Source: an optimization exercise on an open RTL-to-GDS flow (aim: small area, a short achievable clock period and few clock cycles per item). Production flows keep margins and buffers that such runs may drop. Function was checked by simulation only, so behaviour that the tests miss may differ from the original. Power figures rest on the tool's default switching activity, not on a simulated workload.

==> flow/config.mk <==
export PLATFORM = sky130hd
export DESIGN_NAME = kmp_substring_search_core
export DESIGN_NICKNAME = kmp_substring_search_core
export VERILOG_FILES = /design/flow/design.v
export SDC_FILE = /design/flow/constraint.sdc
export NUM_CORES = 4
export LEC_CHECK = 0
export CAP_MARGIN = 20
export CORE_MARGIN = 2
export CORE_UTILIZATION = 40
export SLEW_MARGIN = 20
==> flow/constraint.sdc <==
create_clock -name core_clock -period 6.0 [get_ports {clk_i}]
set_input_delay 1.2000 -clock core_clock [delete_from_list [all_inputs] [get_ports {clk_i}]]
set_output_delay 1.2000 -clock core_clock [all_outputs]
set_load 0.01 [all_outputs]
==> flow/design.v <==
package kmp_pkg;
  localparam int MAX_PATTERN = 64;
  localparam int MAX_TEXT    = 65536;
  localparam int PAT_AW = $clog2(MAX_PATTERN);
  localparam int LEN_W  = $clog2(MAX_PATTERN + 1);
  localparam int TP_W   = $clog2(MAX_TEXT + 1);
  localparam int CHAR_W = 8;
  localparam int REQ_W  = 2;
  localparam int STAT_W = 3;
  localparam int POS_W  = 16;
  localparam int CNT_W  = 7;
  localparam logic [REQ_W-1:0] REQ_APPEND = 2'd0;
  localparam logic [REQ_W-1:0] REQ_TEXT   = 2'd1;
  localparam logic [REQ_W-1:0] REQ_START  = 2'd2;
  localparam logic [REQ_W-1:0] REQ_CLEAR  = 2'd3;
  localparam logic [STAT_W-1:0] ST_ACCEPT    = 3'd0;
  localparam logic [STAT_W-1:0] ST_NO_MATCH  = 3'd1;
  localparam logic [STAT_W-1:0] ST_MATCH     = 3'd2;
  localparam logic [STAT_W-1:0] ST_NOT_FOUND = 3'd3;
  localparam logic [STAT_W-1:0] ST_ERROR     = 3'd4;
  typedef struct packed {
    logic              pat_we;
    logic [PAT_AW-1:0] pat_waddr;
    logic [CHAR_W-1:0] pat_wdata;
    logic [PAT_AW-1:0] pat_raddr;
    logic              fail_we;
    logic [PAT_AW-1:0] fail_waddr;
    logic [PAT_AW-1:0] fail_wdata;
    logic [PAT_AW-1:0] fail_raddr;
  } mem_req_t;
  typedef struct packed {
    logic              valid;
    logic [STAT_W-1:0] status;
    logic [POS_W-1:0]  position;
    logic [CNT_W-1:0]  count;
  } res_t;
endpackage
module kmp_ram #(
  parameter int Width = 8,
  parameter int Depth = 64
) (
  input  logic                     clk_i,
  input  logic                     we_i,
  input  logic [$clog2(Depth)-1:0] waddr_i,
  input  logic [Width-1:0]         wdata_i,
  input  logic [$clog2(Depth)-1:0] raddr_i,
  output logic [Width-1:0]         rdata_o
);
  logic [Width-1:0] mem_q [Depth];
  logic [Width-1:0] rdata_q;
  always_ff @(posedge clk_i) begin
    if (we_i) begin
      mem_q[waddr_i] <= wdata_i;
    end
    rdata_q <= mem_q[raddr_i];
  end
  assign rdata_o = rdata_q;
endmodule
module kmp_seq (
  input  logic                          clk_i,
  input  logic                          rst_ni,
  input  logic                          in_valid_i,
  output logic                          in_ready_o,
  input  logic [kmp_pkg::REQ_W-1:0]     req_type_i,
  input  logic [kmp_pkg::CHAR_W-1:0]    char_value_i,
  input  logic                          last_text_i,
  input  logic [kmp_pkg::CHAR_W-1:0]    pat_rdata_i,
  input  logic [kmp_pkg::PAT_AW-1:0]    fail_rdata_i,
  output kmp_pkg::mem_req_t             mem_o,
  input  logic                          out_free_i,
  output kmp_pkg::res_t                 res_o
);
  localparam logic [1:0] S_IDLE = 2'd0;
  localparam logic [1:0] S_SEED = 2'd1;
  localparam logic [1:0] S_CMP  = 2'd2;
  localparam logic [1:0] S_OUT  = 2'd3;
  logic [1:0]        state_q, state_d;
  logic [kmp_pkg::REQ_W-1:0]  req_q, req_d;
  logic [kmp_pkg::CHAR_W-1:0] c_q, c_d;
  logic              last_q, last_d;
  logic [kmp_pkg::PAT_AW-1:0] k_q, k_d;
  logic [kmp_pkg::LEN_W-1:0]  len_q, len_d;
  logic [kmp_pkg::LEN_W-1:0]  mp_q, mp_d;
  logic [kmp_pkg::TP_W-1:0]   tp_q, tp_d;
  logic              found_q, found_d;
  logic [kmp_pkg::POS_W-1:0]  fpos_q, fpos_d;
  logic [kmp_pkg::STAT_W-1:0] st_q, st_d;
  logic [kmp_pkg::POS_W-1:0]  pos_q, pos_d;
  logic              eq;
  logic [kmp_pkg::PAT_AW-1:0] k_start;
  logic [kmp_pkg::LEN_W-1:0]  new_k;
  logic [kmp_pkg::TP_W-1:0]   tp_inc;
  logic [kmp_pkg::POS_W-1:0]  hit_pos;
  assign eq      = (pat_rdata_i == c_q);
  assign k_start = (mp_q >= len_q) ? '0 : kmp_pkg::PAT_AW'(mp_q);
  assign new_k   = eq ? kmp_pkg::LEN_W'(k_q) + kmp_pkg::LEN_W'(1) : kmp_pkg::LEN_W'(k_q);
  assign tp_inc  = tp_q + kmp_pkg::TP_W'(1);
  assign hit_pos = kmp_pkg::POS_W'(tp_inc - kmp_pkg::TP_W'(len_q));
  always_comb begin
    state_d = state_q;
    req_d   = req_q;
    c_d     = c_q;
    last_d  = last_q;
    k_d     = k_q;
    len_d   = len_q;
    mp_d    = mp_q;
    tp_d    = tp_q;
    found_d = found_q;
    fpos_d  = fpos_q;
    st_d    = st_q;
    pos_d   = pos_q;
    mem_o   = '0;
    in_ready_o = 1'b0;
    unique case (state_q)
      S_IDLE: begin
        in_ready_o = 1'b1;
        if (in_valid_i) begin
          req_d  = req_type_i;
          c_d    = char_value_i;
          last_d = last_text_i;
          pos_d  = '0;
          st_d   = kmp_pkg::ST_ACCEPT;
          state_d = S_OUT;
          unique case (req_type_i)
            kmp_pkg::REQ_APPEND: begin
              if (len_q >= kmp_pkg::LEN_W'(kmp_pkg::MAX_PATTERN)) begin
                st_d = kmp_pkg::ST_ERROR;
              end else begin
                mem_o.pat_we    = 1'b1;
                mem_o.pat_waddr = kmp_pkg::PAT_AW'(len_q);
                mem_o.pat_wdata = char_value_i;
                if (len_q == '0) begin
                  mem_o.fail_we    = 1'b1;
                  mem_o.fail_waddr = '0;
                  mem_o.fail_wdata = '0;
                  len_d = kmp_pkg::LEN_W'(1);
                end else begin
                  state_d = S_SEED;
                end
              end
            end
            kmp_pkg::REQ_TEXT: begin
              if (found_q) begin
                st_d  = kmp_pkg::ST_MATCH;
                pos_d = fpos_q;
              end else if (len_q == '0) begin
                found_d = 1'b1;
                fpos_d  = '0;
                st_d    = kmp_pkg::ST_MATCH;
              end else if (tp_q >= kmp_pkg::TP_W'(kmp_pkg::MAX_TEXT)) begin
                st_d = kmp_pkg::ST_ERROR;
              end else begin
                k_d     = k_start;
                state_d = S_CMP;
              end
            end
            kmp_pkg::REQ_START: begin
              mp_d    = '0;
              tp_d    = '0;
              found_d = 1'b0;
              fpos_d  = '0;
            end
            kmp_pkg::REQ_CLEAR: begin
              len_d = '0;
              mp_d  = '0;
            end
            default: ;
          endcase
        end
      end
      S_SEED: begin
        k_d     = fail_rdata_i;
        state_d = S_CMP;
      end
      S_CMP: begin
        if (k_q != '0 && !eq) begin
          k_d = fail_rdata_i;
        end else begin
          state_d = S_OUT;
          if (req_q == kmp_pkg::REQ_APPEND) begin
            mem_o.fail_we    = 1'b1;
            mem_o.fail_waddr = kmp_pkg::PAT_AW'(len_q);
            mem_o.fail_wdata = eq ? k_q + kmp_pkg::PAT_AW'(1) : '0;
            len_d = len_q + kmp_pkg::LEN_W'(1);
            st_d  = kmp_pkg::ST_ACCEPT;
          end else begin
            mp_d = new_k;
            tp_d = tp_inc;
            if (new_k == len_q) begin
              found_d = 1'b1;
              fpos_d  = hit_pos;
              st_d    = kmp_pkg::ST_MATCH;
              pos_d   = hit_pos;
            end else begin
              st_d = last_q ? kmp_pkg::ST_NOT_FOUND : kmp_pkg::ST_NO_MATCH;
            end
          end
        end
      end
      S_OUT: begin
        if (out_free_i) begin
          state_d = S_IDLE;
        end
      end
      default: state_d = S_IDLE;
    endcase
    mem_o.pat_raddr  = k_d;
    mem_o.fail_raddr = k_d - kmp_pkg::PAT_AW'(1);
    if (state_q == S_IDLE && req_type_i == kmp_pkg::REQ_APPEND) begin
      mem_o.fail_raddr = kmp_pkg::PAT_AW'(len_q - kmp_pkg::LEN_W'(1));
    end
  end
  always_ff @(posedge clk_i or negedge rst_ni) begin
    if (!rst_ni) begin
      state_q <= S_IDLE;
      len_q   <= '0;
      mp_q    <= '0;
      tp_q    <= '0;
      found_q <= 1'b0;
      fpos_q  <= '0;
    end else begin
      state_q <= state_d;
      len_q   <= len_d;
      mp_q    <= mp_d;
      tp_q    <= tp_d;
      found_q <= found_d;
      fpos_q  <= fpos_d;
    end
  end
  always_ff @(posedge clk_i) begin
    req_q  <= req_d;
    c_q    <= c_d;
    last_q <= last_d;
    k_q    <= k_d;
    st_q   <= st_d;
    pos_q  <= pos_d;
  end
  assign res_o.valid    = (state_q == S_OUT);
  assign res_o.status   = st_q;
  assign res_o.position = pos_q;
  assign res_o.count    = kmp_pkg::CNT_W'(len_q);
endmodule
module kmp_substring_search_core (
  input  logic                          clk_i,
  input  logic                          rst_ni,
  input  logic                          in_valid_i,
  output logic                          in_ready_o,
  input  logic [kmp_pkg::REQ_W-1:0]     req_type_i,
  input  logic [kmp_pkg::CHAR_W-1:0]    char_value_i,
  input  logic                          last_text_i,
  output logic                          out_valid_o,
  input  logic                          out_ready_i,
  output logic [kmp_pkg::STAT_W-1:0]    status_o,
  output logic [kmp_pkg::POS_W-1:0]     match_position_o,
  output logic [kmp_pkg::CNT_W-1:0]     pattern_count_o
);
  kmp_pkg::mem_req_t          mem_req;
  kmp_pkg::res_t              res;
  logic [kmp_pkg::CHAR_W-1:0] pat_rdata;
  logic [kmp_pkg::PAT_AW-1:0] fail_rdata;
  logic              out_free;
  logic              out_valid_q;
  logic [kmp_pkg::STAT_W-1:0] status_q;
  logic [kmp_pkg::POS_W-1:0]  position_q;
  logic [kmp_pkg::CNT_W-1:0]  count_q;
  assign out_free = !out_valid_q || out_ready_i;
  kmp_ram #(
    .Width(kmp_pkg::CHAR_W),
    .Depth(kmp_pkg::MAX_PATTERN)
  ) u_pat_ram (
    .clk_i  (clk_i),
    .we_i   (mem_req.pat_we),
    .waddr_i(mem_req.pat_waddr),
    .wdata_i(mem_req.pat_wdata),
    .raddr_i(mem_req.pat_raddr),
    .rdata_o(pat_rdata)
  );
  kmp_ram #(
    .Width(kmp_pkg::PAT_AW),
    .Depth(kmp_pkg::MAX_PATTERN)
  ) u_fail_ram (
    .clk_i  (clk_i),
    .we_i   (mem_req.fail_we),
    .waddr_i(mem_req.fail_waddr),
    .wdata_i(mem_req.fail_wdata),
    .raddr_i(mem_req.fail_raddr),
    .rdata_o(fail_rdata)
  );
  kmp_seq u_seq (
    .clk_i       (clk_i),
    .rst_ni      (rst_ni),
    .in_valid_i  (in_valid_i),
    .in_ready_o  (in_ready_o),
    .req_type_i  (req_type_i),
    .char_value_i(char_value_i),
    .last_text_i (last_text_i),
    .pat_rdata_i (pat_rdata),
    .fail_rdata_i(fail_rdata),
    .mem_o       (mem_req),
    .out_free_i  (out_free),
    .res_o       (res)
  );
  always_ff @(posedge clk_i or negedge rst_ni) begin
    if (!rst_ni) begin
      out_valid_q <= 1'b0;
    end else if (res.valid && out_free) begin
      out_valid_q <= 1'b1;
    end else if (out_ready_i) begin
      out_valid_q <= 1'b0;
    end
  end
  always_ff @(posedge clk_i) begin
    if (res.valid && out_free) begin
      status_q   <= res.status;
      position_q <= res.position;
      count_q    <= res.count;
    end
  end
  assign out_valid_o      = out_valid_q;
  assign status_o         = status_q;
  assign match_position_o = position_q;
  assign pattern_count_o  = count_q;
endmodule
==> flow/run.sh <==
#!/bin/bash
# synth_recipe.tcl (not shown) runs the flow's synth.tcl, then flattens the netlist and writes it again
# the make line also repeats each setting of config.mk as NAME=value (left out here)
make -C /OpenROAD-flow-scripts/flow DESIGN_CONFIG=/design/flow/config.mk WORK_HOME=/design/flow/orfs CLKGATE_MAP_FILE= SYNTH_SCRIPT=/design/flow/synth_recipe.tcl finish
==> out/metrics.yaml <==
hpwl_mm: 63.9
final_area_um2: 48100
dieArea_um2: 109000
setup_viol: 0
worstMarginPinSlew_ns: 1.08
postPlaceCellArea_um2: 44800
critPathKind: "reg -> reg"
r2r_end: "u_fail_ram.rdata_q[0]"
htree_num_levels: 3
crit_arrival_ns: 5.48
clockBufferDepth: 3
status: "timing/DRC/antenna clean"
vias_per_cell: 5.52
cts_hold_buf: 0
power_density_nw_per_um2: 564
hold_start: "u_seq.st_q[0]"
grt_max_degree: 162
place_inst: 4208
drive_gt1_share_pct: 13.5
skew_ns: 0.0298
fillers: 8931
drc_errors: 0
p_total_w: 0.0271
cts_buffers: 100
syn_to_final_growth_pct: 13.4
r2r_cells: 13
grt_pass1_vias: 24300
ys_async_sr_fraction_pct: 4.99
drv_slew: 0
leakage_nw: 17.4
clk_pin_slew_worst_paths_ns: 0.06
io_pins: 43
max_freq_mhz: 202
syn_area_um2: 42400
wl_per_cell_um: 23.0
initial_core_util_pct: 40.3
gr-total-overflow: 0
min_to: "status_q[0]"
rows: 119
r2r_slack_ns: 1.04
port_buffers: 42
place_congestion: 0.849
yosysSeqAreaShare_pct: 71.3
endpoint_kind: "flip-flop"
crit_required_ns: 6.52
hold_depth: 0
wl_mm: 101
slew_headroom_pct: 27.7
rsz0062_at_grt: "no"
antenna_found_initial: 2
peakVddDrop_v: 0.000582
die_h_um: 330
grt_pass1_wl_mm: 152
core_um2: 105000
min_period_ns: 4.96
hold_viol_final: 0
die_w_um: 330
timing.rr.start: "u_seq.c_q[6]"
synthCells: 2849
fin_nets: 2966
hold_path.class: "reg -> reg"
finalSetupTns_ns: 0
track_usage_pct: 18.6
cp_max_fo: 71
cts_sinks: 1023
drt-pass1-iter-count: 7
yosys_warnings: 4
final_cells: 4396
syn-num-nets: 2896
synth.distinct_cells: 71
first_iter_violations: 2187
clkLatencyLatePin_ns: 0.68
antenna_left: 0
cts_tree: "done"
period_share_pct: 82.7
avgSynthCellArea_um2: 14.9
diodes: 0
synth_edf_count: 952
cap_violations: 0
vias: 24300
ys_seq_elements: 1023
register_area_um2: 30300
multiInputGateArea_um2: 11400
cts_resized: 0
ys.flop_type: "edfxtp_1"
cts_root_buf: "clkbuf_16"
start_kind: "flip-flop"
cts_setup_buffers: 0
[synth_stat cells, types with 32 or more instances]
| library cell | number | share of area (%) |
|---|---|---|
| nand3_1 | 154 | 1.8 |
| and3_1 | 33 | 0.49 |
| edfxtp_1 | 952 | 67 |
| mux4_2 | 96 | 5.1 |
| nor3_1 | 32 | 0.38 |
| clkbuf_1 | 110 | 0.97 |
| mux2i_1 | 181 | 4.3 |
| dfrtp_1 | 51 | 3.0 |
| nor2_1 | 163 | 1.4 |
| o211ai_1 | 49 | 0.87 |
| nand2_1 | 490 | 4.3 |
| o21ai_0 | 75 | 0.88 |
| mux2_2 | 35 | 0.93 |
| inv_1 | 39 | 0.34 |
[routing by layer]
metal / vias to the layer above / wire length [um] / global-route usage [%] / part of all wire [%]
met1: 12300 / 42500 / 24.8 / 42
li1: 10900 / - / - / -
met5: - / 27 / 0 / 0.027
met4: 4 / 2880 / 6.24 / 2.8
met3: 181 / 7200 / 3.65 / 7.1
met2: 880 / 48700 / 30.6 / 48
[area by class of cell]
cell class | instances | share of cell area, %
clock inverters | 67 | 1.49
multi-input cells | 1624 | 23.7
repair buffers | 125 | 2.44
inverters | 45 | 0.367
clock buffers | 121 | 5.45
well taps | 1391 | 3.62
flip-flops and latches | 1023 | 62.9
[per-stage QoR]
step	hold WS [ns]	worst slack [ns]	utilization [%]
floorplan	0.400	0.742	-
global placement	0.406	0.467	42.5
detailed placement	0.406	0.447	42.5
CTS	0.421	1.04	45.7
global route	0.429	0.738	45.7
finish	0.419	1.04	45.7
[critical path, stage by stage, from the launching register on]
cell      delay, ns
edfxtp_1       0.39
xor2_1         0.19
nor4_2         0.73
nand2_1        0.40
inv_2          0.25
mux2i_1        0.15
o21ai_4        0.33
inv_4          0.08
a21boi_4       0.28
buf_12         0.48
mux4_2         0.58
mux2_2         0.29
o211ai_1       0.38
nand4_1        0.17
[cells by family after synthesis]
kind of cell               synth area share (%)
DFF                                        71.3
buffers and inverters                      2.08
xor gates and xnor gates                  0.970
and+or+nand+nor                            9.64
AOI/OAI and AO/OA                          4.76
adders and majority gates                 0.961
muxes                                      10.3
[where the power goes]
group | leakage, nW | switching, W | internal, W
sequential | 10.2 | 0.000227 | 0.00820
clock | 1.61 | 0.00268 | 0.00365
combinational | 5.68 | 0.00786 | 0.00449
total | 17.4 | 0.0108 | 0.0163
[worst max path at each step]
stage | startpoint | end | slack (ns) | cells past startpoint
2_1_floorplan | req_type_i[1] | u_fail_ram.rdata_q[0] | 0.74 | 20
3_3_place_gp | req_type_i[1] | u_fail_ram.rdata_q[0] | 0.47 | 16
3_5_place_dp | req_type_i[1] | u_fail_ram.rdata_q[0] | 0.45 | 16
4_1_cts | u_seq.c_q[6] | u_fail_ram.rdata_q[0] | 1.04 | 13
5_1_grt | u_seq.c_q[6] | u_fail_ram.rdata_q[0] | 0.74 | 14
6_report | u_seq.c_q[6] | u_fail_ram.rdata_q[0] | 1.04 | 13
[sequential cells by signal, summed over array words and instances (netlist names), 7 cells and up]
signal and count:
u_seq.mp_q 7, position_q 16, u_pat_ram.rdata_q 8, u_seq.pos_q 16
u_seq.fpos_q 16, count_q 7, u_seq.tp_q 17, u_seq.c_q 8
u_pat_ram.mem_q 512, u_fail_ram.mem_q 384, u_seq.len_q 7
[cell usage in the layout, fill, tap and decap left out, drive strengths merged, types with 8 or more instances in the layout]
cell type | netlist | layout
edfxtp | 952 | 952
nand2 | 490 | 490
mux2i | 181 | 181
nor2 | 164 | 164
nand3 | 154 | 154
clkbuf | 110 | 121
mux4 | 96 | 96
buf | 47 | 84
o21ai | 80 | 80
dfrtp | 51 | 51
o211ai | 49 | 49
inv | 42 | 47
clkinv | 3 | 45
clkdlybuf4s50 | 0 | 41
mux2 | 35 | 35
and3 | 33 | 33
nor3 | 32 | 32
ha | 31 | 31
a21oi | 28 | 28
xnor2 | 26 | 26
a211o | 24 | 24
xor2 | 21 | 21
dfxtp | 20 | 20
and2 | 19 | 19
nand4 | 18 | 18
a32oi | 16 | 16
o221ai | 16 | 16
a221oi | 12 | 12
bufinv | 0 | 12
a31oi | 11 | 11
o31ai | 10 | 10
a21o | 8 | 8
nand2b | 8 | 8
clkinvlp | 0 | 8
Testbench counts, summed over its fixed seeds: cycles 64,776, items 21,123.

[afterwards: timing with drivers on the ports]
In the flow no input, the clock included, has a driving cell. The finished layout below was timed again as built, in two steps. Step 1 assumes that a clkbuf_16 drives the clock port and a buf_2 every other input. Step 2 adds t to the input delays and takes it off the output delays; t is the mean of the earliest and latest rising clock arrival at the registers after step 1. Input paths then give back, and output paths get back, about the clock's delay inside the block. Slacks: no drivers / after step 1 / after step 2; pairs: no drivers / after step 1.
t (ns): 0.740
slack for setup (ns): 1.038 / 1.038 / 0.370
worst slew at a driven data input, ns: 0.10
After both steps setup and hold are still met in this run. The setup slack of this run moves by 0.000 ns with the drivers and by -0.668 ns with both steps.
